Context: an optimization exercise on an open-source flow, tuned for small area, a short achievable clock period and few clock cycles per item. The choices shown serve that exercise and are no tape-out recipe.
Where RTL was checked, it was by simulation tests only, not by an equivalence proof against the original.

== JK ==
==> flow/design.v (excerpt) <==
module ex_unit (
	input  logic      clk,
	input  logic      rst,
	input  logic      req_i,
	output logic      ack_o,
	input  ex_pkg::alusel_t   alusel_i,
	input  ex_pkg::aluop_t    aluop_i,
	input  ex_pkg::word_t     reg1_i,
	input  ex_pkg::word_t     reg2_i,
	input  ex_pkg::reg_addr_t wd_i,
	input  logic      wreg_i,
	output ex_pkg::word_t     wdata_o,
	output ex_pkg::reg_addr_t wd_o,
	output logic      wreg_o,
	output logic      overflow_o
);
For scale: roughly 3,300 cells after synthesis, about 180 flip-flops, roughly 23,000 µm² of cells after synthesis.
clock: 26.0 ns
lec_check: 0
abc_area: 1
cap_margin: 20
core_margin: 2
core_utilization: 40
slew_margin: 20
standard.sh (not shown) runs the stock make flow with config.mk's settings and CLKGATE_MAP_FILE= SYNTH_SCRIPT=/design/flow/synth_recipe.tcl, a recipe that flattens the netlist after the stock synthesis.
==> flow/flow/run.sh <==
#!/bin/bash
# The standard layout, except that the port buffers are buf_2 cells
# (ORFS's default choice is a clkdlybuf4s50_1 delay cell on every port),
# and the timing repair aims for setup slack well above zero
bash standard.sh BUFFER_PORTS_ARGS="-buffer_cell sky130_fd_sc_hd__buf_2" \
	SETUP_SLACK_MARGIN=18 finish > standard.log 2>&1
No stage failed in JK, and the final checks on the layout all came back clean.
What MS does differently from JK at the input level:
-- flow/design.v --
<<< JK, line 98
	input  logic [31:0] hi_i,
	input  logic [31:0] lo_i,
	output logic [31:0] result_o,
	output logic        ovf_o,       
>>> MS, line 98
	input  logic [31:0] hi_i,
	input  logic [31:0] lo_i,
	input  logic        hi_ok_i,     
	input  logic        lo_ok_i,
	output logic [31:0] result_o,
	output logic        ovf_o,       
<<< JK, line 114
	logic [32:0] c;              
	logic        lt;
	assign sub     = op[6] ? (op[3] | (op[1] & op[0])) : op[1];
	assign slt_sel = op[6] ? (op[3] | (op[1] & op[0])) : op[3];
	assign slt_uns = op[6] ? op[3] : op[0];
>>> MS, line 116
	logic [32:0] c;              
	logic        lt;
	assign sub     = op[1] ? (~op[6] | op[0]) : (op[6] & op[3]);
	assign slt_sel = op[6] ? (op[3] | (op[1] & op[0])) : op[3];
	assign slt_uns = op[6] ? op[3] : op[0];
<<< JK, line 161
	logic [31:0] keep;
	logic [31:0] sres;
	assign left = ~op[1];
	assign s    = a[4:0];
	assign rot  = left ? (5'd0 - s) : s;
	assign fill = ~left & op[0] & b[31];
	always_comb begin
>>> MS, line 163
	logic [31:0] keep;
	logic [31:0] sres;
	assign left = ~op[1] & alusel_i[1] & ~alusel_i[0];
	assign s    = a[4:0];
	assign rot[0] = s[0];
	assign rot[1] = s[1] ^ (left & s[0]);
	assign rot[2] = s[2] ^ (left & (|s[1:0]));
	assign rot[3] = s[3] ^ (left & (|s[2:0]));
	assign rot[4] = s[4] ^ (left & (|s[3:0]));
	assign fill = ~left & op[0] & b[31];
	always_comb begin
<<< JK, line 199
	logic [1:0]  np [8];     
	logic [5:0]  cnt;
	assign cv = op[0] ? ~a : a;
	always_comb begin
		for (int k = 0; k < 8; k++) begin
>>> MS, line 205
	logic [1:0]  np [8];     
	logic [5:0]  cnt;
	logic clo;
	assign clo = op[0] & op[7] & alusel_i[2];
	assign cv  = clo ? ~a : a;
	always_comb begin
		for (int k = 0; k < 8; k++) begin
<<< JK, line 213
	end
	logic sel_lu, sel_sh, sel_add, sel_lt, sel_cnt, sel_hl;
	always_comb begin
		sel_lu  = 1'b0;
>>> MS, line 221
	end
	logic sel_lu, sel_sh, sel_add, sel_lt, sel_cnt, sel_hl;
	logic sel_hi, sel_lo;
	always_comb begin
		sel_lu  = 1'b0;
<<< JK, line 244
		endcase
	end
	assign result_o = ({32{sel_lu}}  & lres) |
	                  ({32{sel_sh}}  & sres) |
	                  ({32{sel_add}} & r) |
	                  ({32{sel_hl}}  & (op[1] ? lo_i : hi_i)) |
	                  {26'd0, {6{sel_cnt}} & cnt} |
	                  {31'd0, sel_lt & lt};
>>> MS, line 253
		endcase
	end
	assign sel_hi = sel_hl & ~op[1] & hi_ok_i;
	assign sel_lo = sel_hl & op[1] & lo_ok_i;
	assign result_o = ({32{sel_lu}}  & lres) |
	                  ({32{sel_sh}}  & sres) |
	                  ({32{sel_add}} & r) |
	                  ({32{sel_hi}}  & hi_i) |
	                  ({32{sel_lo}}  & lo_i) |
	                  {26'd0, {6{sel_cnt}} & cnt} |
	                  {31'd0, sel_lt & lt};
<<< JK, line 384
	output logic [31:0] hi_o,
	output logic [31:0] lo_o,
	output logic        ack_o,
	output logic [31:0] wdata_o,
>>> MS, line 396
	output logic [31:0] hi_o,
	output logic [31:0] lo_o,
	output logic        hi_ok_o,     
	output logic        lo_ok_o,     
	output logic        ack_o,
	output logic [31:0] wdata_o,
<<< JK, line 417
			fg    <= 1'b0;
			step  <= 2'd0;
			hi_o  <= '0;
			lo_o  <= '0;
		end else begin
			if (ack_o) begin
>>> MS, line 431
			fg    <= 1'b0;
			step  <= 2'd0;
			hi_ok_o <= 1'b0;
			lo_ok_o <= 1'b0;
		end else begin
			if (ack_o) begin
<<< JK, line 438
			end
			if (hi_we)
				hi_o <= busy ? mul_hi_i : reg1_i;
			if (lo_we)
				lo_o <= busy ? {mul_lo_bits_i, lo_o[31:8]} : alu_result_i;
		end
	end
	always_ff @(posedge clk) begin
>>> MS, line 452
			end
			if (hi_we)
				hi_ok_o <= 1'b1;
			if (lo_we)
				lo_ok_o <= 1'b1;
		end
	end
	always_ff @(posedge clk) begin
		if (hi_we)
			hi_o <= busy ? mul_hi_i : reg1_i;
		if (lo_we)
			lo_o <= busy ? {mul_lo_bits_i, lo_o[31:8]} : alu_result_i;
	end
	always_ff @(posedge clk) begin
<<< JK, line 481
	logic [31:0] hi_q;
	logic [31:0] lo_q;
	ex_decode u_decode (
		.alusel_i   (alusel_i),
>>> MS, line 501
	logic [31:0] hi_q;
	logic [31:0] lo_q;
	logic        hi_ok;
	logic        lo_ok;
	ex_decode u_decode (
		.alusel_i   (alusel_i),
<<< JK, line 502
		.hi_i     (hi_q),
		.lo_i     (lo_q),
		.result_o (alu_result),
		.ovf_o    (alu_ovf),
>>> MS, line 524
		.hi_i     (hi_q),
		.lo_i     (lo_q),
		.hi_ok_i  (hi_ok),
		.lo_ok_i  (lo_ok),
		.result_o (alu_result),
		.ovf_o    (alu_ovf),
<<< JK, line 546
		.hi_o          (hi_q),
		.lo_o          (lo_q),
		.ack_o         (ack_o),
		.wdata_o       (wdata_o),
>>> MS, line 570
		.hi_o          (hi_q),
		.lo_o          (lo_q),
		.hi_ok_o       (hi_ok),
		.lo_ok_o       (lo_ok),
		.ack_o         (ack_o),
		.wdata_o       (wdata_o),
MS: routability-driven placement congestion ratio is about 3% higher than what JK reported. Between MS and JK, the multi-input gate share of total cell area is lower for MS. Compared with JK, in MS instance area at placement now sits lower, routing usage on met2 higher, global-route usage over all layers went up 1.6 points, global-route wire length before repair lower.
Testbench counts of MS, summed over its fixed seeds: cycles 11,588, ops 4,800.
Function not checked in JK: the RTL went through the layout flow alone.

-- what the ideal ports hide --
The results above use ideal ports. As a check the final layouts listed here were re-extracted and re-timed, cells and wires unchanged. Step 1 sets driving cells, clkbuf_16 on the clock port and buf_2 on the other inputs (assumed; they add their load-dependent delay and slew). Step 2 adds t to the input delays and takes it off the output delays; t is the mean of the earliest and latest rising clock arrival at the registers after step 1. Input paths then give back, and output paths get back, about the clock's delay inside the block. Slacks: ideal ports / drivers / drivers and shift; pairs: ideal ports / drivers.
| run | shift t [ns] | setup slack, ns | worst setup path at the end | worst slew at a driven data input, ns |
|---|---|---|---|---|
| JK | 0.526 | 18.048 / 17.950 / 17.424 | input to register | 0.21 |
| MS | 0.550 | 18.097 / 18.128 / 17.579 | input to register | 0.06 |
After both steps every run listed still meets setup and hold. For JK, which loses most, drivers alone change the setup slack by -0.098 ns; drivers and shift together by -0.624 ns.
